What follows belongs to an exercise in optimizing a design on an open flow for small area; a production flow would make more cautious choices. Function not checked in this run: the RTL went through the layout flow alone.

===== run.sh =====
#!/bin/bash
# synth_recipe.tcl (not shown) runs the flow's synth.tcl, then flattens the netlist and writes it again
# the make line also repeats each setting of config.mk as NAME=value (left out here)
make -C /OpenROAD-flow-scripts/flow DESIGN_CONFIG=/design/flow/config.mk WORK_HOME=/design/flow/orfs CLKGATE_MAP_FILE= SYNTH_SCRIPT=/design/flow/synth_recipe.tcl finish

===== constraint.sdc =====
create_clock -name core_clock -period 8.0 [get_ports {clk}]
set_input_delay 1.6000 -clock core_clock [delete_from_list [all_inputs] [get_ports {clk}]]
set_output_delay 1.6000 -clock core_clock [all_outputs]
set_load 0.01 [all_outputs]

===== design.v =====
module osc_phase_multi #(
  parameter int ACC_W = 24,
  parameter int OUT_W = 16
) (
  input  logic             clk,
  input  logic             rst_n,
  input  logic             sample_en,
  input  logic [ACC_W-1:0] inc_in,
  input  logic             inc_load,
  input  logic             sync,
  input  logic [OUT_W-1:0] duty,
  input  logic [OUT_W-1:0] amp,
  output logic             inc_pending,
  output logic [OUT_W-1:0] saw,
  output logic [OUT_W-1:0] tri_o,
  output logic [OUT_W-1:0] sqr,
  output logic             out_valid,
  output logic             wrap
);
  logic [ACC_W-1:0] phase_q, phase_d;
  logic [ACC_W-1:0] inc_act_q;
  logic [ACC_W-1:0] inc_shd_q;
  logic             pending_q;
  logic [ACC_W:0]   sum;
  logic             upd_wrap;
  logic             apply;
  logic [15:0]      amp_q;
  logic             sq_q;
  logic             v1_q, wrap1_q;
  logic [15:0]      saw_q, tri_q, sqr_q;
  logic             valid_q, wrap_q;
  assign sum      = {1'b0, phase_q} + {1'b0, inc_act_q};
  assign upd_wrap = sync | sum[ACC_W];
  assign apply    = sample_en & (upd_wrap | (inc_act_q == '0));
  assign phase_d  = sync ? '0 : sum[ACC_W-1:0];
  always_ff @(posedge clk or negedge rst_n) begin
    if (!rst_n) begin
      phase_q   <= '0;
      inc_act_q <= '0;
      inc_shd_q <= '0;
      pending_q <= 1'b0;
      v1_q      <= 1'b0;
      wrap1_q   <= 1'b0;
      valid_q   <= 1'b0;
      wrap_q    <= 1'b0;
    end else begin
      if (sample_en) phase_q <= phase_d;
      if (apply) inc_act_q <= inc_shd_q;
      if (inc_load) inc_shd_q <= inc_in;
      pending_q <= inc_load | (pending_q & ~apply);
      v1_q      <= sample_en;
      wrap1_q   <= sample_en & upd_wrap;
      valid_q   <= v1_q;
      wrap_q    <= wrap1_q;
    end
  end
  always_ff @(posedge clk) begin
    amp_q <= amp;
    sq_q  <= (phase_d[ACC_W-1 -: 16] < duty);
  end
  logic        p15;
  logic [14:0] L;
  logic [15:0] a;
  logic [30:0] r0, r1, w;
  assign p15 = phase_q[ACC_W-1];
  assign L   = phase_q[ACC_W-2 -: 15];
  assign a   = amp_q;
  logic pp1;
  logic pp2;
  logic pp3;
  logic pp4;
  logic pp5;
  logic pp6;
  logic pp7;
  logic pp8;
  logic pp9;
  logic pp10;
  logic pp11;
  logic pp12;
  logic pp13;
  logic pp14;
  logic pp15;
  logic pp16;
  logic pp17;
  logic pp18;
  logic pp19;
  logic pp20;
  logic pp21;
  logic pp22;
  logic pp23;
  logic pp24;
  logic pp25;
  logic pp26;
  logic pp27;
  logic pp28;
  logic pp29;
  logic pp30;
  logic pp31;
  logic pp32;
  logic pp33;
  logic pp34;
  logic pp35;
  logic pp36;
  logic pp37;
  logic pp38;
  logic pp39;
  logic pp40;
  logic pp41;
  logic pp42;
  logic pp43;
  logic pp44;
  logic pp45;
  logic pp46;
  logic pp47;
  logic pp48;
  logic pp49;
  logic pp50;
  logic pp51;
  logic pp52;
  logic pp53;
  logic pp54;
  logic pp55;
  logic pp56;
  logic pp57;
  logic pp58;
  logic pp59;
  logic pp60;
  logic pp61;
  logic pp62;
  logic pp63;
  logic pp64;
  logic pp65;
  logic pp66;
  logic pp67;
  logic pp68;
  logic pp69;
  logic pp70;
  logic pp71;
  logic pp72;
  logic pp73;
  logic pp74;
  logic pp75;
  logic pp76;
  logic pp77;
  logic pp78;
  logic pp79;
  logic pp80;
  logic pp81;
  logic pp82;
  logic pp83;
  logic pp84;
  logic pp85;
  logic pp86;
  logic pp87;
  logic pp88;
  logic pp89;
  logic pp90;
  logic pp91;
  logic pp92;
  logic pp93;
  logic pp94;
  logic pp95;
  logic pp96;
  logic pp97;
  logic pp98;
  logic pp99;
  logic pp100;
  logic pp101;
  logic pp102;
  logic pp103;
  logic pp104;
  logic pp105;
  logic pp106;
  logic pp107;
  logic pp108;
  logic pp109;
  logic pp110;
  logic pp111;
  logic pp112;
  logic pp113;
  logic pp114;
  logic pp115;
  logic pp116;
  logic pp117;
  logic pp118;
  logic pp119;
  logic pp120;
  logic pp121;
  logic pp122;
  logic pp123;
  logic pp124;
  logic pp125;
  logic pp126;
  logic pp127;
  logic pp128;
  logic pp129;
  logic pp130;
  logic pp131;
  logic pp132;
  logic pp133;
  logic pp134;
  logic pp135;
  logic pp136;
  logic pp137;
  logic pp138;
  logic pp139;
  logic pp140;
  logic pp141;
  logic pp142;
  logic pp143;
  logic pp144;
  logic pp145;
  logic pp146;
  logic pp147;
  logic pp148;
  logic pp149;
  logic pp150;
  logic pp151;
  logic pp152;
  logic pp153;
  logic pp154;
  logic pp155;
  logic pp156;
  logic pp157;
  logic pp158;
  logic pp159;
  logic pp160;
  logic pp161;
  logic pp162;
  logic pp163;
  logic pp164;
  logic pp165;
  logic pp166;
  logic pp167;
  logic pp168;
  logic pp169;
  logic pp170;
  logic pp171;
  logic pp172;
  logic pp173;
  logic pp174;
  logic pp175;
  logic pp176;
  logic pp177;
  logic pp178;
  logic pp179;
  logic pp180;
  logic pp181;
  logic pp182;
  logic pp183;
  logic pp184;
  logic pp185;
  logic pp186;
  logic pp187;
  logic pp188;
  logic pp189;
  logic pp190;
  logic pp191;
  logic pp192;
  logic pp193;
  logic pp194;
  logic pp195;
  logic pp196;
  logic pp197;
  logic pp198;
  logic pp199;
  logic pp200;
  logic pp201;
  logic pp202;
  logic pp203;
  logic pp204;
  logic pp205;
  logic pp206;
  logic pp207;
  logic pp208;
  logic pp209;
  logic pp210;
  logic pp211;
  logic pp212;
  logic pp213;
  logic pp214;
  logic pp215;
  logic pp216;
  logic pp217;
  logic pp218;
  logic pp219;
  logic pp220;
  logic pp221;
  logic pp222;
  logic pp223;
  logic pp224;
  logic pp225;
  logic pp226;
  logic pp227;
  logic pp228;
  logic pp229;
  logic pp230;
  logic pp231;
  logic pp232;
  logic pp233;
  logic pp234;
  logic pp235;
  logic pp236;
  logic pp237;
  logic pp238;
  logic pp239;
  logic pp240;
  logic pp241;
  logic pp242;
  logic pp243;
  logic pp244;
  logic pp245;
  logic pp246;
  logic pp247;
  logic pp248;
  logic pp249;
  logic pp250;
  logic pp251;
  logic pp252;
  logic pp253;
  logic pp254;
  logic pp255;
  logic pp256;
  logic s257;
  logic c258;
  logic s259;
  logic c260;
  logic s261;
  logic c262;
  logic s263;
  logic c264;
  logic s265;
  logic c266;
  logic s267;
  logic c268;
  logic s269;
  logic c270;
  logic s271;
  logic c272;
  logic s273;
  logic c274;
  logic s275;
  logic c276;
  logic s277;
  logic c278;
  logic s279;
  logic c280;
  logic s281;
  logic c282;
  logic s283;
  logic c284;
  logic s285;
  logic c286;
  logic s287;
  logic c288;
  logic s289;
  logic c290;
  logic s291;
  logic c292;
  logic s293;
  logic c294;
  logic s295;
  logic c296;
  logic s297;
  logic c298;
  logic s299;
  logic c300;
  logic s301;
  logic c302;
  logic s303;
  logic c304;
  logic s305;
  logic c306;
  logic s307;
  logic c308;
  logic s309;
  logic c310;
  logic s311;
  logic c312;
  logic s313;
  logic c314;
  logic s315;
  logic c316;
  logic s317;
  logic c318;
  logic s319;
  logic c320;
  logic s321;
  logic c322;
  logic s323;
  logic c324;
  logic s325;
  logic c326;
  logic s327;
  logic c328;
  logic s329;
  logic c330;
  logic s331;
  logic c332;
  logic s333;
  logic c334;
  logic s335;
  logic c336;
  logic s337;
  logic c338;
  logic s339;
  logic c340;
  logic s341;
  logic c342;
  logic s343;
  logic c344;
  logic s345;
  logic c346;
  logic s347;
  logic c348;
  logic s349;
  logic c350;
  logic s351;
  logic c352;
  logic s353;
  logic c354;
  logic s355;
  logic c356;
  logic s357;
  logic c358;
  logic s359;
  logic c360;
  logic s361;
  logic c362;
  logic s363;
  logic c364;
  logic s365;
  logic c366;
  logic s367;
  logic c368;
  logic s369;
  logic c370;
  logic s371;
  logic c372;
  logic s373;
  logic c374;
  logic s375;
  logic c376;
  logic s377;
  logic c378;
  logic s379;
  logic c380;
  logic s381;
  logic c382;
  logic s383;
  logic c384;
  logic s385;
  logic c386;
  logic s387;
  logic c388;
  logic s389;
  logic c390;
  logic s391;
  logic c392;
  logic s393;
  logic c394;
  logic s395;
  logic c396;
  logic s397;
  logic c398;
  logic s399;
  logic c400;
  logic s401;
  logic c402;
  logic s403;
  logic c404;
  logic s405;
  logic c406;
  logic s407;
  logic c408;
  logic s409;
  logic c410;
  logic s411;
  logic c412;
  logic s413;
  logic c414;
  logic s415;
  logic c416;
  logic s417;
  logic c418;
  logic s419;
  logic c420;
  logic s421;
  logic c422;
  logic s423;
  logic c424;
  logic s425;
  logic c426;
  logic s427;
  logic c428;
  logic s429;
  logic c430;
  logic s431;
  logic c432;
  logic s433;
  logic c434;
  logic s435;
  logic c436;
  logic s437;
  logic c438;
  logic s439;
  logic c440;
  logic s441;
  logic c442;
  logic s443;
  logic c444;
  logic s445;
  logic c446;
  logic s447;
  logic c448;
  logic s449;
  logic c450;
  logic s451;
  logic c452;
  logic s453;
  logic c454;
  logic s455;
  logic c456;
  logic s457;
  logic c458;
  logic s459;
  logic c460;
  logic s461;
  logic c462;
  logic s463;
  logic c464;
  logic s465;
  logic c466;
  logic s467;
  logic c468;
  logic s469;
  logic c470;
  logic s471;
  logic c472;
  logic s473;
  logic c474;
  logic s475;
  logic c476;
  logic s477;
  logic c478;
  logic s479;
  logic c480;
  logic s481;
  logic c482;
  logic s483;
  logic c484;
  logic s485;
  logic c486;
  logic s487;
  logic c488;
  logic s489;
  logic c490;
  logic s491;
  logic c492;
  logic s493;
  logic c494;
  logic s495;
  logic c496;
  logic s497;
  logic c498;
  logic s499;
  logic c500;
  logic s501;
  logic c502;
  logic s503;
  logic c504;
  logic s505;
  logic c506;
  logic s507;
  logic c508;
  logic s509;
  logic c510;
  logic s511;
  logic c512;
  logic s513;
  logic c514;
  logic s515;
  logic c516;
  logic s517;
  logic c518;
  logic s519;
  logic c520;
  logic s521;
  logic c522;
  logic s523;
  logic c524;
  logic s525;
  logic c526;
  logic s527;
  logic c528;
  logic s529;
  logic c530;
  logic s531;
  logic c532;
  logic s533;
  logic c534;
  logic s535;
  logic c536;
  logic s537;
  logic c538;
  logic s539;
  logic c540;
  logic s541;
  logic c542;
  logic s543;
  logic c544;
  logic s545;
  logic c546;
  logic s547;
  logic c548;
  logic s549;
  logic c550;
  logic s551;
  logic c552;
  logic s553;
  logic c554;
  logic s555;
  logic c556;
  logic s557;
  logic c558;
  logic s559;
  logic c560;
  logic s561;
  logic c562;
  logic s563;
  logic c564;
  logic s565;
  logic c566;
  logic s567;
  logic c568;
  logic s569;
  logic c570;
  logic s571;
  logic c572;
  logic s573;
  logic c574;
  logic s575;
  logic c576;
  logic s577;
  logic c578;
  logic s579;
  logic c580;
  logic s581;
  logic c582;
  logic s583;
  logic c584;
  logic s585;
  logic c586;
  logic s587;
  logic c588;
  logic s589;
  logic c590;
  logic s591;
  logic c592;
  logic s593;
  logic c594;
  logic s595;
  logic c596;
  logic s597;
  logic c598;
  logic s599;
  logic c600;
  logic s601;
  logic c602;
  logic s603;
  logic c604;
  logic s605;
  logic c606;
  logic s607;
  logic c608;
  logic s609;
  logic c610;
  logic s611;
  logic c612;
  logic s613;
  logic c614;
  logic s615;
  logic c616;
  logic s617;
  logic c618;
  logic s619;
  logic c620;
  logic s621;
  logic c622;
  logic s623;
  logic c624;
  logic s625;
  logic c626;
  logic s627;
  logic c628;
  logic s629;
  logic c630;
  logic s631;
  logic c632;
  logic s633;
  logic c634;
  logic s635;
  logic c636;
  logic s637;
  logic c638;
  logic s639;
  logic c640;
  logic s641;
  logic c642;
  logic s643;
  logic c644;
  logic s645;
  logic c646;
  logic s647;
  logic c648;
  logic s649;
  logic c650;
  logic s651;
  logic c652;
  logic s653;
  logic c654;
  logic s655;
  logic c656;
  logic s657;
  logic c658;
  logic s659;
  logic c660;
  logic s661;
  logic c662;
  logic s663;
  logic c664;
  logic s665;
  logic c666;
  logic s667;
  logic c668;
  logic s669;
  logic c670;
  logic s671;
  logic c672;
  logic s673;
  logic c674;
  logic s675;
  logic c676;
  assign pp1 = (L[0] & a[0]);
  assign pp2 = (p15 & a[0]);
  assign pp3 = (L[0] & a[1]);
  assign pp4 = (L[1] & a[0]);
  assign pp5 = (p15 & a[1]);
  assign pp6 = (L[0] & a[2]);
  assign pp7 = (L[1] & a[1]);
  assign pp8 = (L[2] & a[0]);
  assign pp9 = (p15 & a[2]);
  assign pp10 = (L[0] & a[3]);
  assign pp11 = (L[1] & a[2]);
  assign pp12 = (L[2] & a[1]);
  assign pp13 = (L[3] & a[0]);
  assign pp14 = (p15 & a[3]);
  assign pp15 = (L[0] & a[4]);
  assign pp16 = (L[1] & a[3]);
  assign pp17 = (L[2] & a[2]);
  assign pp18 = (L[3] & a[1]);
  assign pp19 = (L[4] & a[0]);
  assign pp20 = (p15 & a[4]);
  assign pp21 = (L[0] & a[5]);
  assign pp22 = (L[1] & a[4]);
  assign pp23 = (L[2] & a[3]);
  assign pp24 = (L[3] & a[2]);
  assign pp25 = (L[4] & a[1]);
  assign pp26 = (L[5] & a[0]);
  assign pp27 = (p15 & a[5]);
  assign pp28 = (L[0] & a[6]);
  assign pp29 = (L[1] & a[5]);
  assign pp30 = (L[2] & a[4]);
  assign pp31 = (L[3] & a[3]);
  assign pp32 = (L[4] & a[2]);
  assign pp33 = (L[5] & a[1]);
  assign pp34 = (L[6] & a[0]);
  assign pp35 = (p15 & a[6]);
  assign pp36 = (L[0] & a[7]);
  assign pp37 = (L[1] & a[6]);
  assign pp38 = (L[2] & a[5]);
  assign pp39 = (L[3] & a[4]);
  assign pp40 = (L[4] & a[3]);
  assign pp41 = (L[5] & a[2]);
  assign pp42 = (L[6] & a[1]);
  assign pp43 = (L[7] & a[0]);
  assign pp44 = (p15 & a[7]);
  assign pp45 = (L[0] & a[8]);
  assign pp46 = (L[1] & a[7]);
  assign pp47 = (L[2] & a[6]);
  assign pp48 = (L[3] & a[5]);
  assign pp49 = (L[4] & a[4]);
  assign pp50 = (L[5] & a[3]);
  assign pp51 = (L[6] & a[2]);
  assign pp52 = (L[7] & a[1]);
  assign pp53 = (L[8] & a[0]);
  assign pp54 = (p15 & a[8]);
  assign pp55 = (L[0] & a[9]);
  assign pp56 = (L[1] & a[8]);
  assign pp57 = (L[2] & a[7]);
  assign pp58 = (L[3] & a[6]);
  assign pp59 = (L[4] & a[5]);
  assign pp60 = (L[5] & a[4]);
  assign pp61 = (L[6] & a[3]);
  assign pp62 = (L[7] & a[2]);
  assign pp63 = (L[8] & a[1]);
  assign pp64 = (L[9] & a[0]);
  assign pp65 = (p15 & a[9]);
  assign pp66 = (L[0] & a[10]);
  assign pp67 = (L[1] & a[9]);
  assign pp68 = (L[2] & a[8]);
  assign pp69 = (L[3] & a[7]);
  assign pp70 = (L[4] & a[6]);
  assign pp71 = (L[5] & a[5]);
  assign pp72 = (L[6] & a[4]);
  assign pp73 = (L[7] & a[3]);
  assign pp74 = (L[8] & a[2]);
  assign pp75 = (L[9] & a[1]);
  assign pp76 = (L[10] & a[0]);
  assign pp77 = (p15 & a[10]);
  assign pp78 = (L[0] & a[11]);
  assign pp79 = (L[1] & a[10]);
  assign pp80 = (L[2] & a[9]);
  assign pp81 = (L[3] & a[8]);
  assign pp82 = (L[4] & a[7]);
  assign pp83 = (L[5] & a[6]);
  assign pp84 = (L[6] & a[5]);
  assign pp85 = (L[7] & a[4]);
  assign pp86 = (L[8] & a[3]);
  assign pp87 = (L[9] & a[2]);
  assign pp88 = (L[10] & a[1]);
  assign pp89 = (L[11] & a[0]);
  assign pp90 = (p15 & a[11]);
  assign pp91 = (L[0] & a[12]);
  assign pp92 = (L[1] & a[11]);
  assign pp93 = (L[2] & a[10]);
  assign pp94 = (L[3] & a[9]);
  assign pp95 = (L[4] & a[8]);
  assign pp96 = (L[5] & a[7]);
  assign pp97 = (L[6] & a[6]);
  assign pp98 = (L[7] & a[5]);
  assign pp99 = (L[8] & a[4]);
  assign pp100 = (L[9] & a[3]);
  assign pp101 = (L[10] & a[2]);
  assign pp102 = (L[11] & a[1]);
  assign pp103 = (L[12] & a[0]);
  assign pp104 = (p15 & a[12]);
  assign pp105 = (L[0] & a[13]);
  assign pp106 = (L[1] & a[12]);
  assign pp107 = (L[2] & a[11]);
  assign pp108 = (L[3] & a[10]);
  assign pp109 = (L[4] & a[9]);
  assign pp110 = (L[5] & a[8]);
  assign pp111 = (L[6] & a[7]);
  assign pp112 = (L[7] & a[6]);
  assign pp113 = (L[8] & a[5]);
  assign pp114 = (L[9] & a[4]);
  assign pp115 = (L[10] & a[3]);
  assign pp116 = (L[11] & a[2]);
  assign pp117 = (L[12] & a[1]);
  assign pp118 = (L[13] & a[0]);
  assign pp119 = (p15 & a[13]);
  assign pp120 = (L[0] & a[14]);
  assign pp121 = (L[1] & a[13]);
  assign pp122 = (L[2] & a[12]);
  assign pp123 = (L[3] & a[11]);
  assign pp124 = (L[4] & a[10]);
  assign pp125 = (L[5] & a[9]);
  assign pp126 = (L[6] & a[8]);
  assign pp127 = (L[7] & a[7]);
  assign pp128 = (L[8] & a[6]);
  assign pp129 = (L[9] & a[5]);
  assign pp130 = (L[10] & a[4]);
  assign pp131 = (L[11] & a[3]);
  assign pp132 = (L[12] & a[2]);
  assign pp133 = (L[13] & a[1]);
  assign pp134 = (L[14] & a[0]);
  assign pp135 = (p15 & a[14]);
  assign pp136 = (L[0] & a[15]);
  assign pp137 = (L[1] & a[14]);
  assign pp138 = (L[2] & a[13]);
  assign pp139 = (L[3] & a[12]);
  assign pp140 = (L[4] & a[11]);
  assign pp141 = (L[5] & a[10]);
  assign pp142 = (L[6] & a[9]);
  assign pp143 = (L[7] & a[8]);
  assign pp144 = (L[8] & a[7]);
  assign pp145 = (L[9] & a[6]);
  assign pp146 = (L[10] & a[5]);
  assign pp147 = (L[11] & a[4]);
  assign pp148 = (L[12] & a[3]);
  assign pp149 = (L[13] & a[2]);
  assign pp150 = (L[14] & a[1]);
  assign pp151 = (p15 & a[15]);
  assign pp152 = (L[1] & a[15]);
  assign pp153 = (L[2] & a[14]);
  assign pp154 = (L[3] & a[13]);
  assign pp155 = (L[4] & a[12]);
  assign pp156 = (L[5] & a[11]);
  assign pp157 = (L[6] & a[10]);
  assign pp158 = (L[7] & a[9]);
  assign pp159 = (L[8] & a[8]);
  assign pp160 = (L[9] & a[7]);
  assign pp161 = (L[10] & a[6]);
  assign pp162 = (L[11] & a[5]);
  assign pp163 = (L[12] & a[4]);
  assign pp164 = (L[13] & a[3]);
  assign pp165 = (L[14] & a[2]);
  assign pp166 = (L[2] & a[15]);
  assign pp167 = (L[3] & a[14]);
  assign pp168 = (L[4] & a[13]);
  assign pp169 = (L[5] & a[12]);
  assign pp170 = (L[6] & a[11]);
  assign pp171 = (L[7] & a[10]);
  assign pp172 = (L[8] & a[9]);
  assign pp173 = (L[9] & a[8]);
  assign pp174 = (L[10] & a[7]);
  assign pp175 = (L[11] & a[6]);
  assign pp176 = (L[12] & a[5]);
  assign pp177 = (L[13] & a[4]);
  assign pp178 = (L[14] & a[3]);
  assign pp179 = (L[3] & a[15]);
  assign pp180 = (L[4] & a[14]);
  assign pp181 = (L[5] & a[13]);
  assign pp182 = (L[6] & a[12]);
  assign pp183 = (L[7] & a[11]);
  assign pp184 = (L[8] & a[10]);
  assign pp185 = (L[9] & a[9]);
  assign pp186 = (L[10] & a[8]);
  assign pp187 = (L[11] & a[7]);
  assign pp188 = (L[12] & a[6]);
  assign pp189 = (L[13] & a[5]);
  assign pp190 = (L[14] & a[4]);
  assign pp191 = (L[4] & a[15]);
  assign pp192 = (L[5] & a[14]);
  assign pp193 = (L[6] & a[13]);
  assign pp194 = (L[7] & a[12]);
  assign pp195 = (L[8] & a[11]);
  assign pp196 = (L[9] & a[10]);
  assign pp197 = (L[10] & a[9]);
  assign pp198 = (L[11] & a[8]);
  assign pp199 = (L[12] & a[7]);
  assign pp200 = (L[13] & a[6]);
  assign pp201 = (L[14] & a[5]);
  assign pp202 = (L[5] & a[15]);
  assign pp203 = (L[6] & a[14]);
  assign pp204 = (L[7] & a[13]);
  assign pp205 = (L[8] & a[12]);
  assign pp206 = (L[9] & a[11]);
  assign pp207 = (L[10] & a[10]);
  assign pp208 = (L[11] & a[9]);
  assign pp209 = (L[12] & a[8]);
  assign pp210 = (L[13] & a[7]);
  assign pp211 = (L[14] & a[6]);
  assign pp212 = (L[6] & a[15]);
  assign pp213 = (L[7] & a[14]);
  assign pp214 = (L[8] & a[13]);
  assign pp215 = (L[9] & a[12]);
  assign pp216 = (L[10] & a[11]);
  assign pp217 = (L[11] & a[10]);
  assign pp218 = (L[12] & a[9]);
  assign pp219 = (L[13] & a[8]);
  assign pp220 = (L[14] & a[7]);
  assign pp221 = (L[7] & a[15]);
  assign pp222 = (L[8] & a[14]);
  assign pp223 = (L[9] & a[13]);
  assign pp224 = (L[10] & a[12]);
  assign pp225 = (L[11] & a[11]);
  assign pp226 = (L[12] & a[10]);
  assign pp227 = (L[13] & a[9]);
  assign pp228 = (L[14] & a[8]);
  assign pp229 = (L[8] & a[15]);
  assign pp230 = (L[9] & a[14]);
  assign pp231 = (L[10] & a[13]);
  assign pp232 = (L[11] & a[12]);
  assign pp233 = (L[12] & a[11]);
  assign pp234 = (L[13] & a[10]);
  assign pp235 = (L[14] & a[9]);
  assign pp236 = (L[9] & a[15]);
  assign pp237 = (L[10] & a[14]);
  assign pp238 = (L[11] & a[13]);
  assign pp239 = (L[12] & a[12]);
  assign pp240 = (L[13] & a[11]);
  assign pp241 = (L[14] & a[10]);
  assign pp242 = (L[10] & a[15]);
  assign pp243 = (L[11] & a[14]);
  assign pp244 = (L[12] & a[13]);
  assign pp245 = (L[13] & a[12]);
  assign pp246 = (L[14] & a[11]);
  assign pp247 = (L[11] & a[15]);
  assign pp248 = (L[12] & a[14]);
  assign pp249 = (L[13] & a[13]);
  assign pp250 = (L[14] & a[12]);
  assign pp251 = (L[12] & a[15]);
  assign pp252 = (L[13] & a[14]);
  assign pp253 = (L[14] & a[13]);
  assign pp254 = (L[13] & a[15]);
  assign pp255 = (L[14] & a[14]);
  assign pp256 = (L[14] & a[15]);
  assign s257 = pp91 ^ pp92;
  assign c258 = pp91 & pp92;
  assign s259 = pp105 ^ pp106 ^ pp107;
  assign c260 = (pp105 & pp106) | (pp105 & pp107) | (pp106 & pp107);
  assign s261 = pp108 ^ pp109;
  assign c262 = pp108 & pp109;
  assign s263 = pp120 ^ pp121 ^ pp122;
  assign c264 = (pp120 & pp121) | (pp120 & pp122) | (pp121 & pp122);
  assign s265 = pp123 ^ pp124 ^ pp125;
  assign c266 = (pp123 & pp124) | (pp123 & pp125) | (pp124 & pp125);
  assign s267 = pp126 ^ pp127;
  assign c268 = pp126 & pp127;
  assign s269 = pp136 ^ pp137 ^ pp138;
  assign c270 = (pp136 & pp137) | (pp136 & pp138) | (pp137 & pp138);
  assign s271 = pp139 ^ pp140 ^ pp141;
  assign c272 = (pp139 & pp140) | (pp139 & pp141) | (pp140 & pp141);
  assign s273 = pp142 ^ pp143 ^ pp144;
  assign c274 = (pp142 & pp143) | (pp142 & pp144) | (pp143 & pp144);
  assign s275 = pp152 ^ pp153 ^ pp154;
  assign c276 = (pp152 & pp153) | (pp152 & pp154) | (pp153 & pp154);
  assign s277 = pp155 ^ pp156 ^ pp157;
  assign c278 = (pp155 & pp156) | (pp155 & pp157) | (pp156 & pp157);
  assign s279 = pp166 ^ pp167 ^ pp168;
  assign c280 = (pp166 & pp167) | (pp166 & pp168) | (pp167 & pp168);
  assign s281 = pp45 ^ pp46;
  assign c282 = pp45 & pp46;
  assign s283 = pp55 ^ pp56 ^ pp57;
  assign c284 = (pp55 & pp56) | (pp55 & pp57) | (pp56 & pp57);
  assign s285 = pp58 ^ pp59;
  assign c286 = pp58 & pp59;
  assign s287 = pp66 ^ pp67 ^ pp68;
  assign c288 = (pp66 & pp67) | (pp66 & pp68) | (pp67 & pp68);
  assign s289 = pp69 ^ pp70 ^ pp71;
  assign c290 = (pp69 & pp70) | (pp69 & pp71) | (pp70 & pp71);
  assign s291 = pp72 ^ pp73;
  assign c292 = pp72 & pp73;
  assign s293 = pp78 ^ pp79 ^ pp80;
  assign c294 = (pp78 & pp79) | (pp78 & pp80) | (pp79 & pp80);
  assign s295 = pp81 ^ pp82 ^ pp83;
  assign c296 = (pp81 & pp82) | (pp81 & pp83) | (pp82 & pp83);
  assign s297 = pp84 ^ pp85 ^ pp86;
  assign c298 = (pp84 & pp85) | (pp84 & pp86) | (pp85 & pp86);
  assign s299 = pp87 ^ pp88;
  assign c300 = pp87 & pp88;
  assign s301 = pp93 ^ pp94 ^ pp95;
  assign c302 = (pp93 & pp94) | (pp93 & pp95) | (pp94 & pp95);
  assign s303 = pp96 ^ pp97 ^ pp98;
  assign c304 = (pp96 & pp97) | (pp96 & pp98) | (pp97 & pp98);
  assign s305 = pp99 ^ pp100 ^ pp101;
  assign c306 = (pp99 & pp100) | (pp99 & pp101) | (pp100 & pp101);
  assign s307 = pp102 ^ pp103 ^ pp104;
  assign c308 = (pp102 & pp103) | (pp102 & pp104) | (pp103 & pp104);
  assign s309 = pp110 ^ pp111 ^ pp112;
  assign c310 = (pp110 & pp111) | (pp110 & pp112) | (pp111 & pp112);
  assign s311 = pp113 ^ pp114 ^ pp115;
  assign c312 = (pp113 & pp114) | (pp113 & pp115) | (pp114 & pp115);
  assign s313 = pp116 ^ pp117 ^ pp118;
  assign c314 = (pp116 & pp117) | (pp116 & pp118) | (pp117 & pp118);
  assign s315 = pp119 ^ c258 ^ s259;
  assign c316 = (pp119 & c258) | (pp119 & s259) | (c258 & s259);
  assign s317 = pp128 ^ pp129 ^ pp130;
  assign c318 = (pp128 & pp129) | (pp128 & pp130) | (pp129 & pp130);
  assign s319 = pp131 ^ pp132 ^ pp133;
  assign c320 = (pp131 & pp132) | (pp131 & pp133) | (pp132 & pp133);
  assign s321 = pp134 ^ pp135 ^ c260;
  assign c322 = (pp134 & pp135) | (pp134 & c260) | (pp135 & c260);
  assign s323 = c262 ^ s263 ^ s265;
  assign c324 = (c262 & s263) | (c262 & s265) | (s263 & s265);
  assign s325 = pp145 ^ pp146 ^ pp147;
  assign c326 = (pp145 & pp146) | (pp145 & pp147) | (pp146 & pp147);
  assign s327 = pp148 ^ pp149 ^ pp150;
  assign c328 = (pp148 & pp149) | (pp148 & pp150) | (pp149 & pp150);
  assign s329 = pp151 ^ c264 ^ c266;
  assign c330 = (pp151 & c264) | (pp151 & c266) | (c264 & c266);
  assign s331 = c268 ^ s269 ^ s271;
  assign c332 = (c268 & s269) | (c268 & s271) | (s269 & s271);
  assign s333 = pp158 ^ pp159 ^ pp160;
  assign c334 = (pp158 & pp159) | (pp158 & pp160) | (pp159 & pp160);
  assign s335 = pp161 ^ pp162 ^ pp163;
  assign c336 = (pp161 & pp162) | (pp161 & pp163) | (pp162 & pp163);
  assign s337 = pp164 ^ pp165 ^ c270;
  assign c338 = (pp164 & pp165) | (pp164 & c270) | (pp165 & c270);
  assign s339 = c272 ^ c274 ^ s275;
  assign c340 = (c272 & c274) | (c272 & s275) | (c274 & s275);
  assign s341 = pp169 ^ pp170 ^ pp171;
  assign c342 = (pp169 & pp170) | (pp169 & pp171) | (pp170 & pp171);
  assign s343 = pp172 ^ pp173 ^ pp174;
  assign c344 = (pp172 & pp173) | (pp172 & pp174) | (pp173 & pp174);
  assign s345 = pp175 ^ pp176 ^ pp177;
  assign c346 = (pp175 & pp176) | (pp175 & pp177) | (pp176 & pp177);
  assign s347 = pp178 ^ c276 ^ c278;
  assign c348 = (pp178 & c276) | (pp178 & c278) | (c276 & c278);
  assign s349 = pp179 ^ pp180 ^ pp181;
  assign c350 = (pp179 & pp180) | (pp179 & pp181) | (pp180 & pp181);
  assign s351 = pp182 ^ pp183 ^ pp184;
  assign c352 = (pp182 & pp183) | (pp182 & pp184) | (pp183 & pp184);
  assign s353 = pp185 ^ pp186 ^ pp187;
  assign c354 = (pp185 & pp186) | (pp185 & pp187) | (pp186 & pp187);
  assign s355 = pp188 ^ pp189 ^ pp190;
  assign c356 = (pp188 & pp189) | (pp188 & pp190) | (pp189 & pp190);
  assign s357 = pp191 ^ pp192 ^ pp193;
  assign c358 = (pp191 & pp192) | (pp191 & pp193) | (pp192 & pp193);
  assign s359 = pp194 ^ pp195 ^ pp196;
  assign c360 = (pp194 & pp195) | (pp194 & pp196) | (pp195 & pp196);
  assign s361 = pp197 ^ pp198 ^ pp199;
  assign c362 = (pp197 & pp198) | (pp197 & pp199) | (pp198 & pp199);
  assign s363 = pp202 ^ pp203 ^ pp204;
  assign c364 = (pp202 & pp203) | (pp202 & pp204) | (pp203 & pp204);
  assign s365 = pp205 ^ pp206 ^ pp207;
  assign c366 = (pp205 & pp206) | (pp205 & pp207) | (pp206 & pp207);
  assign s367 = pp212 ^ pp213 ^ pp214;
  assign c368 = (pp212 & pp213) | (pp212 & pp214) | (pp213 & pp214);
  assign s369 = pp21 ^ pp22;
  assign c370 = pp21 & pp22;
  assign s371 = pp28 ^ pp29 ^ pp30;
  assign c372 = (pp28 & pp29) | (pp28 & pp30) | (pp29 & pp30);
  assign s373 = pp31 ^ pp32;
  assign c374 = pp31 & pp32;
  assign s375 = pp36 ^ pp37 ^ pp38;
  assign c376 = (pp36 & pp37) | (pp36 & pp38) | (pp37 & pp38);
  assign s377 = pp39 ^ pp40 ^ pp41;
  assign c378 = (pp39 & pp40) | (pp39 & pp41) | (pp40 & pp41);
  assign s379 = pp42 ^ pp43;
  assign c380 = pp42 & pp43;
  assign s381 = pp47 ^ pp48 ^ pp49;
  assign c382 = (pp47 & pp48) | (pp47 & pp49) | (pp48 & pp49);
  assign s383 = pp50 ^ pp51 ^ pp52;
  assign c384 = (pp50 & pp51) | (pp50 & pp52) | (pp51 & pp52);
  assign s385 = pp53 ^ pp54 ^ s281;
  assign c386 = (pp53 & pp54) | (pp53 & s281) | (pp54 & s281);
  assign s387 = pp60 ^ pp61 ^ pp62;
  assign c388 = (pp60 & pp61) | (pp60 & pp62) | (pp61 & pp62);
  assign s389 = pp63 ^ pp64 ^ pp65;
  assign c390 = (pp63 & pp64) | (pp63 & pp65) | (pp64 & pp65);
  assign s391 = c282 ^ s283 ^ s285;
  assign c392 = (c282 & s283) | (c282 & s285) | (s283 & s285);
  assign s393 = pp74 ^ pp75 ^ pp76;
  assign c394 = (pp74 & pp75) | (pp74 & pp76) | (pp75 & pp76);
  assign s395 = pp77 ^ c284 ^ c286;
  assign c396 = (pp77 & c284) | (pp77 & c286) | (c284 & c286);
  assign s397 = s287 ^ s289 ^ s291;
  assign c398 = (s287 & s289) | (s287 & s291) | (s289 & s291);
  assign s399 = pp89 ^ pp90 ^ c288;
  assign c400 = (pp89 & pp90) | (pp89 & c288) | (pp90 & c288);
  assign s401 = c290 ^ c292 ^ s293;
  assign c402 = (c290 & c292) | (c290 & s293) | (c292 & s293);
  assign s403 = s295 ^ s297 ^ s299;
  assign c404 = (s295 & s297) | (s295 & s299) | (s297 & s299);
  assign s405 = s257 ^ c294 ^ c296;
  assign c406 = (s257 & c294) | (s257 & c296) | (c294 & c296);
  assign s407 = c298 ^ c300 ^ s301;
  assign c408 = (c298 & c300) | (c298 & s301) | (c300 & s301);
  assign s409 = s303 ^ s305 ^ s307;
  assign c410 = (s303 & s305) | (s303 & s307) | (s305 & s307);
  assign s411 = s261 ^ c302 ^ c304;
  assign c412 = (s261 & c302) | (s261 & c304) | (c302 & c304);
  assign s413 = c306 ^ c308 ^ s309;
  assign c414 = (c306 & c308) | (c306 & s309) | (c308 & s309);
  assign s415 = s311 ^ s313 ^ s315;
  assign c416 = (s311 & s313) | (s311 & s315) | (s313 & s315);
  assign s417 = s267 ^ c310 ^ c312;
  assign c418 = (s267 & c310) | (s267 & c312) | (c310 & c312);
  assign s419 = c314 ^ c316 ^ s317;
  assign c420 = (c314 & c316) | (c314 & s317) | (c316 & s317);
  assign s421 = s319 ^ s321 ^ s323;
  assign c422 = (s319 & s321) | (s319 & s323) | (s321 & s323);
  assign s423 = s273 ^ c318 ^ c320;
  assign c424 = (s273 & c318) | (s273 & c320) | (c318 & c320);
  assign s425 = c322 ^ c324 ^ s325;
  assign c426 = (c322 & c324) | (c322 & s325) | (c324 & s325);
  assign s427 = s327 ^ s329 ^ s331;
  assign c428 = (s327 & s329) | (s327 & s331) | (s329 & s331);
  assign s429 = s277 ^ c326 ^ c328;
  assign c430 = (s277 & c326) | (s277 & c328) | (c326 & c328);
  assign s431 = c330 ^ c332 ^ s333;
  assign c432 = (c330 & c332) | (c330 & s333) | (c332 & s333);
  assign s433 = s335 ^ s337 ^ s339;
  assign c434 = (s335 & s337) | (s335 & s339) | (s337 & s339);
  assign s435 = s279 ^ c334 ^ c336;
  assign c436 = (s279 & c334) | (s279 & c336) | (c334 & c336);
  assign s437 = c338 ^ c340 ^ s341;
  assign c438 = (c338 & c340) | (c338 & s341) | (c340 & s341);
  assign s439 = s343 ^ s345 ^ s347;
  assign c440 = (s343 & s345) | (s343 & s347) | (s345 & s347);
  assign s441 = c280 ^ c342 ^ c344;
  assign c442 = (c280 & c342) | (c280 & c344) | (c342 & c344);
  assign s443 = c346 ^ c348 ^ s349;
  assign c444 = (c346 & c348) | (c346 & s349) | (c348 & s349);
  assign s445 = s351 ^ s353 ^ s355;
  assign c446 = (s351 & s353) | (s351 & s355) | (s353 & s355);
  assign s447 = pp200 ^ pp201 ^ c350;
  assign c448 = (pp200 & pp201) | (pp200 & c350) | (pp201 & c350);
  assign s449 = c352 ^ c354 ^ c356;
  assign c450 = (c352 & c354) | (c352 & c356) | (c354 & c356);
  assign s451 = s357 ^ s359 ^ s361;
  assign c452 = (s357 & s359) | (s357 & s361) | (s359 & s361);
  assign s453 = pp208 ^ pp209 ^ pp210;
  assign c454 = (pp208 & pp209) | (pp208 & pp210) | (pp209 & pp210);
  assign s455 = pp211 ^ c358 ^ c360;
  assign c456 = (pp211 & c358) | (pp211 & c360) | (c358 & c360);
  assign s457 = c362 ^ s363 ^ s365;
  assign c458 = (c362 & s363) | (c362 & s365) | (s363 & s365);
  assign s459 = pp215 ^ pp216 ^ pp217;
  assign c460 = (pp215 & pp216) | (pp215 & pp217) | (pp216 & pp217);
  assign s461 = pp218 ^ pp219 ^ pp220;
  assign c462 = (pp218 & pp219) | (pp218 & pp220) | (pp219 & pp220);
  assign s463 = c364 ^ c366 ^ s367;
  assign c464 = (c364 & c366) | (c364 & s367) | (c366 & s367);
  assign s465 = pp221 ^ pp222 ^ pp223;
  assign c466 = (pp221 & pp222) | (pp221 & pp223) | (pp222 & pp223);
  assign s467 = pp224 ^ pp225 ^ pp226;
  assign c468 = (pp224 & pp225) | (pp224 & pp226) | (pp225 & pp226);
  assign s469 = pp227 ^ pp228 ^ c368;
  assign c470 = (pp227 & pp228) | (pp227 & c368) | (pp228 & c368);
  assign s471 = pp229 ^ pp230 ^ pp231;
  assign c472 = (pp229 & pp230) | (pp229 & pp231) | (pp230 & pp231);
  assign s473 = pp232 ^ pp233 ^ pp234;
  assign c474 = (pp232 & pp233) | (pp232 & pp234) | (pp233 & pp234);
  assign s475 = pp236 ^ pp237 ^ pp238;
  assign c476 = (pp236 & pp237) | (pp236 & pp238) | (pp237 & pp238);
  assign s477 = pp10 ^ pp11;
  assign c478 = pp10 & pp11;
  assign s479 = pp15 ^ pp16 ^ pp17;
  assign c480 = (pp15 & pp16) | (pp15 & pp17) | (pp16 & pp17);
  assign s481 = pp18 ^ pp19;
  assign c482 = pp18 & pp19;
  assign s483 = pp23 ^ pp24 ^ pp25;
  assign c484 = (pp23 & pp24) | (pp23 & pp25) | (pp24 & pp25);
  assign s485 = pp26 ^ pp27 ^ s369;
  assign c486 = (pp26 & pp27) | (pp26 & s369) | (pp27 & s369);
  assign s487 = pp33 ^ pp34 ^ pp35;
  assign c488 = (pp33 & pp34) | (pp33 & pp35) | (pp34 & pp35);
  assign s489 = c370 ^ s371 ^ s373;
  assign c490 = (c370 & s371) | (c370 & s373) | (s371 & s373);
  assign s491 = pp44 ^ c372 ^ c374;
  assign c492 = (pp44 & c372) | (pp44 & c374) | (c372 & c374);
  assign s493 = s375 ^ s377 ^ s379;
  assign c494 = (s375 & s377) | (s375 & s379) | (s377 & s379);
  assign s495 = c376 ^ c378 ^ c380;
  assign c496 = (c376 & c378) | (c376 & c380) | (c378 & c380);
  assign s497 = s381 ^ s383 ^ s385;
  assign c498 = (s381 & s383) | (s381 & s385) | (s383 & s385);
  assign s499 = c382 ^ c384 ^ c386;
  assign c500 = (c382 & c384) | (c382 & c386) | (c384 & c386);
  assign s501 = s387 ^ s389 ^ s391;
  assign c502 = (s387 & s389) | (s387 & s391) | (s389 & s391);
  assign s503 = c388 ^ c390 ^ c392;
  assign c504 = (c388 & c390) | (c388 & c392) | (c390 & c392);
  assign s505 = s393 ^ s395 ^ s397;
  assign c506 = (s393 & s395) | (s393 & s397) | (s395 & s397);
  assign s507 = c394 ^ c396 ^ c398;
  assign c508 = (c394 & c396) | (c394 & c398) | (c396 & c398);
  assign s509 = s399 ^ s401 ^ s403;
  assign c510 = (s399 & s401) | (s399 & s403) | (s401 & s403);
  assign s511 = c400 ^ c402 ^ c404;
  assign c512 = (c400 & c402) | (c400 & c404) | (c402 & c404);
  assign s513 = s405 ^ s407 ^ s409;
  assign c514 = (s405 & s407) | (s405 & s409) | (s407 & s409);
  assign s515 = c406 ^ c408 ^ c410;
  assign c516 = (c406 & c408) | (c406 & c410) | (c408 & c410);
  assign s517 = s411 ^ s413 ^ s415;
  assign c518 = (s411 & s413) | (s411 & s415) | (s413 & s415);
  assign s519 = c412 ^ c414 ^ c416;
  assign c520 = (c412 & c414) | (c412 & c416) | (c414 & c416);
  assign s521 = s417 ^ s419 ^ s421;
  assign c522 = (s417 & s419) | (s417 & s421) | (s419 & s421);
  assign s523 = c418 ^ c420 ^ c422;
  assign c524 = (c418 & c420) | (c418 & c422) | (c420 & c422);
  assign s525 = s423 ^ s425 ^ s427;
  assign c526 = (s423 & s425) | (s423 & s427) | (s425 & s427);
  assign s527 = c424 ^ c426 ^ c428;
  assign c528 = (c424 & c426) | (c424 & c428) | (c426 & c428);
  assign s529 = s429 ^ s431 ^ s433;
  assign c530 = (s429 & s431) | (s429 & s433) | (s431 & s433);
  assign s531 = c430 ^ c432 ^ c434;
  assign c532 = (c430 & c432) | (c430 & c434) | (c432 & c434);
  assign s533 = s435 ^ s437 ^ s439;
  assign c534 = (s435 & s437) | (s435 & s439) | (s437 & s439);
  assign s535 = c436 ^ c438 ^ c440;
  assign c536 = (c436 & c438) | (c436 & c440) | (c438 & c440);
  assign s537 = s441 ^ s443 ^ s445;
  assign c538 = (s441 & s443) | (s441 & s445) | (s443 & s445);
  assign s539 = c442 ^ c444 ^ c446;
  assign c540 = (c442 & c444) | (c442 & c446) | (c444 & c446);
  assign s541 = s447 ^ s449 ^ s451;
  assign c542 = (s447 & s449) | (s447 & s451) | (s449 & s451);
  assign s543 = c448 ^ c450 ^ c452;
  assign c544 = (c448 & c450) | (c448 & c452) | (c450 & c452);
  assign s545 = s453 ^ s455 ^ s457;
  assign c546 = (s453 & s455) | (s453 & s457) | (s455 & s457);
  assign s547 = c454 ^ c456 ^ c458;
  assign c548 = (c454 & c456) | (c454 & c458) | (c456 & c458);
  assign s549 = s459 ^ s461 ^ s463;
  assign c550 = (s459 & s461) | (s459 & s463) | (s461 & s463);
  assign s551 = c460 ^ c462 ^ c464;
  assign c552 = (c460 & c462) | (c460 & c464) | (c462 & c464);
  assign s553 = s465 ^ s467 ^ s469;
  assign c554 = (s465 & s467) | (s465 & s469) | (s467 & s469);
  assign s555 = pp235 ^ c466 ^ c468;
  assign c556 = (pp235 & c466) | (pp235 & c468) | (c466 & c468);
  assign s557 = c470 ^ s471 ^ s473;
  assign c558 = (c470 & s471) | (c470 & s473) | (s471 & s473);
  assign s559 = pp239 ^ pp240 ^ pp241;
  assign c560 = (pp239 & pp240) | (pp239 & pp241) | (pp240 & pp241);
  assign s561 = c472 ^ c474 ^ s475;
  assign c562 = (c472 & c474) | (c472 & s475) | (c474 & s475);
  assign s563 = pp242 ^ pp243 ^ pp244;
  assign c564 = (pp242 & pp243) | (pp242 & pp244) | (pp243 & pp244);
  assign s565 = pp245 ^ pp246 ^ c476;
  assign c566 = (pp245 & pp246) | (pp245 & c476) | (pp246 & c476);
  assign s567 = pp247 ^ pp248 ^ pp249;
  assign c568 = (pp247 & pp248) | (pp247 & pp249) | (pp248 & pp249);
  assign s569 = pp6 ^ pp7;
  assign c570 = pp6 & pp7;
  assign s571 = pp12 ^ pp13 ^ pp14;
  assign c572 = (pp12 & pp13) | (pp12 & pp14) | (pp13 & pp14);
  assign s573 = pp20 ^ c478 ^ s479;
  assign c574 = (pp20 & c478) | (pp20 & s479) | (c478 & s479);
  assign s575 = c480 ^ c482 ^ s483;
  assign c576 = (c480 & c482) | (c480 & s483) | (c482 & s483);
  assign s577 = c484 ^ c486 ^ s487;
  assign c578 = (c484 & c486) | (c484 & s487) | (c486 & s487);
  assign s579 = c488 ^ c490 ^ s491;
  assign c580 = (c488 & c490) | (c488 & s491) | (c490 & s491);
  assign s581 = c492 ^ c494 ^ s495;
  assign c582 = (c492 & c494) | (c492 & s495) | (c494 & s495);
  assign s583 = c496 ^ c498 ^ s499;
  assign c584 = (c496 & c498) | (c496 & s499) | (c498 & s499);
  assign s585 = c500 ^ c502 ^ s503;
  assign c586 = (c500 & c502) | (c500 & s503) | (c502 & s503);
  assign s587 = c504 ^ c506 ^ s507;
  assign c588 = (c504 & c506) | (c504 & s507) | (c506 & s507);
  assign s589 = c508 ^ c510 ^ s511;
  assign c590 = (c508 & c510) | (c508 & s511) | (c510 & s511);
  assign s591 = c512 ^ c514 ^ s515;
  assign c592 = (c512 & c514) | (c512 & s515) | (c514 & s515);
  assign s593 = c516 ^ c518 ^ s519;
  assign c594 = (c516 & c518) | (c516 & s519) | (c518 & s519);
  assign s595 = c520 ^ c522 ^ s523;
  assign c596 = (c520 & c522) | (c520 & s523) | (c522 & s523);
  assign s597 = c524 ^ c526 ^ s527;
  assign c598 = (c524 & c526) | (c524 & s527) | (c526 & s527);
  assign s599 = c528 ^ c530 ^ s531;
  assign c600 = (c528 & c530) | (c528 & s531) | (c530 & s531);
  assign s601 = c532 ^ c534 ^ s535;
  assign c602 = (c532 & c534) | (c532 & s535) | (c534 & s535);
  assign s603 = c536 ^ c538 ^ s539;
  assign c604 = (c536 & c538) | (c536 & s539) | (c538 & s539);
  assign s605 = c540 ^ c542 ^ s543;
  assign c606 = (c540 & c542) | (c540 & s543) | (c542 & s543);
  assign s607 = c544 ^ c546 ^ s547;
  assign c608 = (c544 & c546) | (c544 & s547) | (c546 & s547);
  assign s609 = c548 ^ c550 ^ s551;
  assign c610 = (c548 & c550) | (c548 & s551) | (c550 & s551);
  assign s611 = c552 ^ c554 ^ s555;
  assign c612 = (c552 & c554) | (c552 & s555) | (c554 & s555);
  assign s613 = c556 ^ c558 ^ s559;
  assign c614 = (c556 & c558) | (c556 & s559) | (c558 & s559);
  assign s615 = c560 ^ c562 ^ s563;
  assign c616 = (c560 & c562) | (c560 & s563) | (c562 & s563);
  assign s617 = pp250 ^ c564 ^ c566;
  assign c618 = (pp250 & c564) | (pp250 & c566) | (c564 & c566);
  assign s619 = pp251 ^ pp252 ^ pp253;
  assign c620 = (pp251 & pp252) | (pp251 & pp253) | (pp252 & pp253);
  assign s621 = pp3 ^ pp4;
  assign c622 = pp3 & pp4;
  assign s623 = pp8 ^ pp9 ^ s569;
  assign c624 = (pp8 & pp9) | (pp8 & s569) | (pp9 & s569);
  assign s625 = s477 ^ c570 ^ s571;
  assign c626 = (s477 & c570) | (s477 & s571) | (c570 & s571);
  assign s627 = s481 ^ c572 ^ s573;
  assign c628 = (s481 & c572) | (s481 & s573) | (c572 & s573);
  assign s629 = s485 ^ c574 ^ s575;
  assign c630 = (s485 & c574) | (s485 & s575) | (c574 & s575);
  assign s631 = s489 ^ c576 ^ s577;
  assign c632 = (s489 & c576) | (s489 & s577) | (c576 & s577);
  assign s633 = s493 ^ c578 ^ s579;
  assign c634 = (s493 & c578) | (s493 & s579) | (c578 & s579);
  assign s635 = s497 ^ c580 ^ s581;
  assign c636 = (s497 & c580) | (s497 & s581) | (c580 & s581);
  assign s637 = s501 ^ c582 ^ s583;
  assign c638 = (s501 & c582) | (s501 & s583) | (c582 & s583);
  assign s639 = s505 ^ c584 ^ s585;
  assign c640 = (s505 & c584) | (s505 & s585) | (c584 & s585);
  assign s641 = s509 ^ c586 ^ s587;
  assign c642 = (s509 & c586) | (s509 & s587) | (c586 & s587);
  assign s643 = s513 ^ c588 ^ s589;
  assign c644 = (s513 & c588) | (s513 & s589) | (c588 & s589);
  assign s645 = s517 ^ c590 ^ s591;
  assign c646 = (s517 & c590) | (s517 & s591) | (c590 & s591);
  assign s647 = s521 ^ c592 ^ s593;
  assign c648 = (s521 & c592) | (s521 & s593) | (c592 & s593);
  assign s649 = s525 ^ c594 ^ s595;
  assign c650 = (s525 & c594) | (s525 & s595) | (c594 & s595);
  assign s651 = s529 ^ c596 ^ s597;
  assign c652 = (s529 & c596) | (s529 & s597) | (c596 & s597);
  assign s653 = s533 ^ c598 ^ s599;
  assign c654 = (s533 & c598) | (s533 & s599) | (c598 & s599);
  assign s655 = s537 ^ c600 ^ s601;
  assign c656 = (s537 & c600) | (s537 & s601) | (c600 & s601);
  assign s657 = s541 ^ c602 ^ s603;
  assign c658 = (s541 & c602) | (s541 & s603) | (c602 & s603);
  assign s659 = s545 ^ c604 ^ s605;
  assign c660 = (s545 & c604) | (s545 & s605) | (c604 & s605);
  assign s661 = s549 ^ c606 ^ s607;
  assign c662 = (s549 & c606) | (s549 & s607) | (c606 & s607);
  assign s663 = s553 ^ c608 ^ s609;
  assign c664 = (s553 & c608) | (s553 & s609) | (c608 & s609);
  assign s665 = s557 ^ c610 ^ s611;
  assign c666 = (s557 & c610) | (s557 & s611) | (c610 & s611);
  assign s667 = s561 ^ c612 ^ s613;
  assign c668 = (s561 & c612) | (s561 & s613) | (c612 & s613);
  assign s669 = s565 ^ c614 ^ s615;
  assign c670 = (s565 & c614) | (s565 & s615) | (c614 & s615);
  assign s671 = s567 ^ c616 ^ s617;
  assign c672 = (s567 & c616) | (s567 & s617) | (c616 & s617);
  assign s673 = c568 ^ c618 ^ s619;
  assign c674 = (c568 & c618) | (c568 & s619) | (c618 & s619);
  assign s675 = pp254 ^ pp255 ^ c620;
  assign c676 = (pp254 & pp255) | (pp254 & c620) | (pp255 & c620);
  assign r0 = {1'b0, pp256, c674, c672, c670, c668, c666, c664, c662, c660, c658, c656, c654, c652, c650, c648, c646, c644, c642, c640, c638, c636, c634, c632, c630, c628, c626, c624, c622, pp5, pp1};
  assign r1 = {1'b0, c676, s675, s673, s671, s669, s667, s665, s663, s661, s659, s657, s655, s653, s651, s649, s647, s645, s643, s641, s639, s637, s635, s633, s631, s629, s627, s625, s623, s621, pp2};
  assign w = r0 + r1;
  logic [15:0] x, nx, wh15, wh16, ys, tri_s, saw_s, v;
  logic        a0, w14, w15, nz14, b0, b1, c_lt, cin_t, cin_s, d;
  assign x     = {1'b0, a[15:1]};
  assign nx    = ~x;
  assign a0    = a[0];
  assign wh15  = w[30:15];
  assign wh16  = {1'b0, w[30:16]};
  assign w14   = w[14];
  assign w15   = w[15];
  assign nz14  = |w[13:0];
  assign b0    = a0 & ~w14;                           
  assign b1    = a0 ? (w14 & nz14) : (w14 | nz14);     
  assign c_lt  = (w[15:0] < a);                        
  assign cin_t = p15 ? b1 : ~b0;
  assign cin_s = p15 ? ~c_lt : ~(a0 & ~w15);
  assign ys    = p15 ? 16'hFFFF : nx;
  assign tri_s = wh15 + nx + {15'd0, cin_t};
  assign saw_s = wh16 + ys + {15'd0, cin_s};
  assign d = (a != 16'd0) & (~a0 | a[15]);
  assign v = x - {15'd0, d};
  always_ff @(posedge clk) begin
    saw_q <= saw_s;
    tri_q <= tri_s ^ {16{p15}};
    sqr_q <= sq_q ? v : ((a == 16'd0) ? 16'd0 : ~v);
  end
  assign inc_pending = pending_q;
  assign saw         = saw_q;
  assign tri_o       = tri_q;
  assign sqr         = sqr_q;
  assign out_valid   = valid_q;
  assign wrap        = wrap_q;
endmodule

===== config.mk =====
export PLATFORM = sky130hd
export DESIGN_NAME = osc_phase_multi
export DESIGN_NICKNAME = osc_phase_multi
export VERILOG_FILES = /design/flow/design.v
export SDC_FILE = /design/flow/constraint.sdc
export NUM_CORES = 4
export LEC_CHECK = 0
export CAP_MARGIN = 20
export CORE_MARGIN = 2
export CORE_UTILIZATION = 40
export SLEW_MARGIN = 20

==> run notes <==
[logic make-up after synthesis]
kind of cell,share of synthesized area [%]
XOR/XNOR,5.245
buffers and inverters,7.126
AO/OA/AOI/OAI,9.964
AND/OR/NAND/NOR,15.59
multiplexers,5.476
adder cells (fa/ha/maj),36.03
flip-flops,20.57
[layout make-up]
class / instances / share of cell area (%)
clock inverter: 15 / 0.8574
timing repair buffer: 230 / 10.80
inverter: 233 / 4.646
clock buffer: 17 / 2.260
tap: 518 / 3.443
multi-input combinational: 1247 / 60.82
sequential: 142 / 17.18
[worst max-delay path, delay by kind of cell, from the launching register on]
family / cells / cell delay [ps]
AOI/OAI and AO/OA: 11 / 2140
xor gates and xnor gates: 1 / 170
adders and majority gates: 9 / 3810
buffers and inverters: 2 / 200
DFF: 1 / 410
and+or+nand+nor: 5 / 920
[layout by cell type, fill, tap and decap left out, types with 4 or more instances in the layout]
cell | Yosys | routed
a211oi_1 | 10 | 9
a21o_1 | 32 | 32
a21oi_1 | 60 | 56
a21oi_2 | 0 | 4
a31oi_1 | 11 | 10
and2_1 | 75 | 75
and3_1 | 13 | 12
buf_4 | 0 | 117
clkbuf_16 | 0 | 17
clkdlybuf4s50_1 | 0 | 109
clkinv_1 | 9 | 9
dfrtp_1 | 77 | 74
dfxtp_1 | 65 | 64
fa_1 | 202 | 200
ha_1 | 128 | 128
inv_1 | 224 | 224
inv_6 | 0 | 5
inv_8 | 0 | 5
mux2_1 | 4 | 4
mux2_2 | 47 | 47
mux2_4 | 19 | 19
nand2_1 | 173 | 173
nand2b_1 | 10 | 10
nand3_1 | 20 | 20
nand3b_1 | 4 | 4
nand4_1 | 9 | 9
nor2_1 | 137 | 137
nor2b_1 | 13 | 13
nor3_1 | 41 | 41
nor4_1 | 13 | 13
o2111ai_1 | 4 | 4
o211ai_1 | 5 | 5
o21a_1 | 9 | 9
o21ai_0 | 35 | 31
o21ai_1 | 2 | 6
o21bai_1 | 5 | 5
o22ai_1 | 11 | 11
xnor2_1 | 61 | 61
xor2_1 | 33 | 31
[path summary, 6_finish.rpt]
kind / startpoint / to / depth (start not counted)
min in group asynchronous: rst_n / inc_shd_q[16]$_DFFE_PN0P_ / 1
worst min register to register: wrap1_q$_DFF_PN0_ / wrap_q$_DFF_PN0_ / 0
worst max-delay path: phase_q[10]$_DFFE_PN0P_ / saw_q[14]$_DFF_P_ / 28
max in group asynchronous: rst_n / phase_q[12]$_DFFE_PN0P_ / 2
worst min-delay path: wrap1_q$_DFF_PN0_ / wrap_q$_DFF_PN0_ / 0
worst max register to register: phase_q[10]$_DFFE_PN0P_ / saw_q[14]$_DFF_P_ / 28
[layer usage]
metal,wire length (um),share of wire [%],global-route usage (%)
met1,19870,44,30.45
met2,20400,46,36.72
met3,2951,6.6,4.208
met4,1616,3.6,8.629
met5,0,0,0
[state kept, by name, indices dropped and copies added, names as in the netlist]
name / cells
amp_q: 16
inc_act_q: 24
inc_shd_q: 24
pending_q: 1
phase_q: 24
saw_q: 16
sq_q: 1
sqr_q: 16
tri_q: 16
v1_q: 1
valid_q: 1
wrap1_q: 1
wrap_q: 1
[repair_timing]
action                                 in CTS  in global routing
hold buffers                                0                  0
setup buffers                               0                  6
pin swaps                                   0                  5
setup endpoints to repair                   3                  7
endpoints found under the hold margin       0                  0
gates resized for setup                     6                 23
[through the flow]
stage          instances  cell area [um^2]  TNS (ps)
6_report            2402             18820         0
5_1_grt             2402             18820    -35.89
4_1_cts             2395             18660         0
3_5_place_dp        2363             18060    -125.0
3_3_place_gp        2363             18060    -267.5
2_1_floorplan       1681             15700         0
==> impl_results.md <==
- Avg WL per Cell: between 15 and 20 um
- Clk_skew: between 15 and 20 ps
- Syn Nets: between 2000 and 2500
- Post-DRT Antenna Nets: 0
- Fmax achieved: 129.7 MHz
- Ys flop type: dfrtp_1
- Port Buffer Count: between 100 and 150
- Vias per Instance: approximately 5.2
- Tmin final: a little under 8000 ps
- Yosys top cell area share: 25.76%
- Worst setup SP type: flop
- Initial antenna violation count: 0
- Worst Setup End Kind: flop
- H-tree depth: 4
- Placeable Area: slightly below 40000 um^2
- DRC Markers: 0
- Ys Warns: 1
- Max FO, Critical Path: 5
- Multi-input gate area: 11450 um^2
- First DRT Iteration DRCs: approximately 800
- Yosys reg bits: 142
- Final worst slack: 289.3 ps
- Setup violations, final: 0
- Mapped Area: 15700 um^2
- Initial Util: about two fifths
- Largest net degree at the start of global routing: 78
- Max clock buf depth: 2
- Die Wd: 202.1 um
- Clk slew on worst S/H paths: 70 ps
- Synth top area cells: fa_1 26%, dfrtp_1 12%, ha_1 10%, dfxtp_1 8.3%, inv_1 5.4%
- Number of enable flip-flop cells after synthesis: 0
- WS Path Type: reg -> reg
- Avg Inst Size Synth: 9.337 um^2
- Gr usage total: 22.74%
- Clk latency of the worst-skew pair: ~460 ps
- R2R Setup Slk: approximately 290 ps
- # clock sinks: 142
- Final HPWL DP: 35870 um
- Antenna cells: 0
- DIE HEIGHT: between 200 and 250 um
- Worst rel slew slack: 41.76%
- Arr. time, crit path: roughly 8100 ps
- CTS tree: done
- Sequential cell area: 3233 um^2
- Layout overhead on the synthesized area: 19.93%
- Syn Inst Count: between 1500 and 2000
- Final Max Tran Viols: 0
- Crit path top cell by count: fa_1
- Vias in the first global route: around 13000
- Final hold violations: 0
- Fin crit share: 96.38%
- Max cap viols: 0
- Pre-antenna DRT Iters: 5
- Sequential fraction of the synthesis area: 20.57%
- Total grt overflow: 0
- Most common cell in the netlist: inv_1
- CP max stage cell: fa_1
- Rows: 72
- Unrepaired setup endpoints after global routing: true
- Fin Hold WS: 350.4 ps
- Layout cells sized above 1: 13.48%
- Critical Path Max Stage Delay: 570 ps
- Num CTS Buffers: 17
- Pre-CTS WS: -66.11 ps
- Cell chosen for the clock root: clkbuf_16
- Most common library cells after synthesis: 224 x inv_1, 202 x fa_1, 173 x nand2_1
- Worst Tran Pin Value: 870.8 ps
- Io pins: around 110
- Post-synth ARST share: about 54%
- Cell taking the most area after synthesis: fa_1
- Number of library cell types mapped by synthesis: 78
- Nets: roughly 2300
- Fillers: 3608
- Final Util: 48.71%
- Hold Path Class: reg -> reg
- GP Congestion: 0.9578
- DRT Wirelength: roughly 45000 um
- Outcome: complete, no violations
- DR vias: 12390
- Worst Path Required: 8400 ps
- DIE AREA: 40840 um^2
- First-pass GRT wire length: 71350 um

[what the ideal ports hide]
In the flow no input, the clock included, has a driving cell. The finished layout below was timed again as built, in two steps.
Step 1 (the two cells are an assumption about what drives the block):
set clk [get_ports {clk}]
set_driving_cell -lib_cell sky130_fd_sc_hd__clkbuf_16 $clk
set_driving_cell -lib_cell sky130_fd_sc_hd__buf_2 [delete_from_list [all_inputs] $clk]
Step 2 adds t to the input delays and takes it off the output delays; t is the mean of the earliest and latest rising clock arrival at the registers after step 1. Input paths then give back, and output paths get back, about the clock's delay inside the block.
Slacks: no drivers / after step 1 / after step 2; pairs: no drivers / after step 1.
t (ns): 0.506
setup WS [ns]: 0.289 / 0.289 / 0.289
worst setup path at the end: register to register
cell pins on the clock port's net: 1
After both steps setup and hold are still met in this run. The setup slack of this run moves by 0.000 ns with the drivers and by 0.000 ns with both steps.
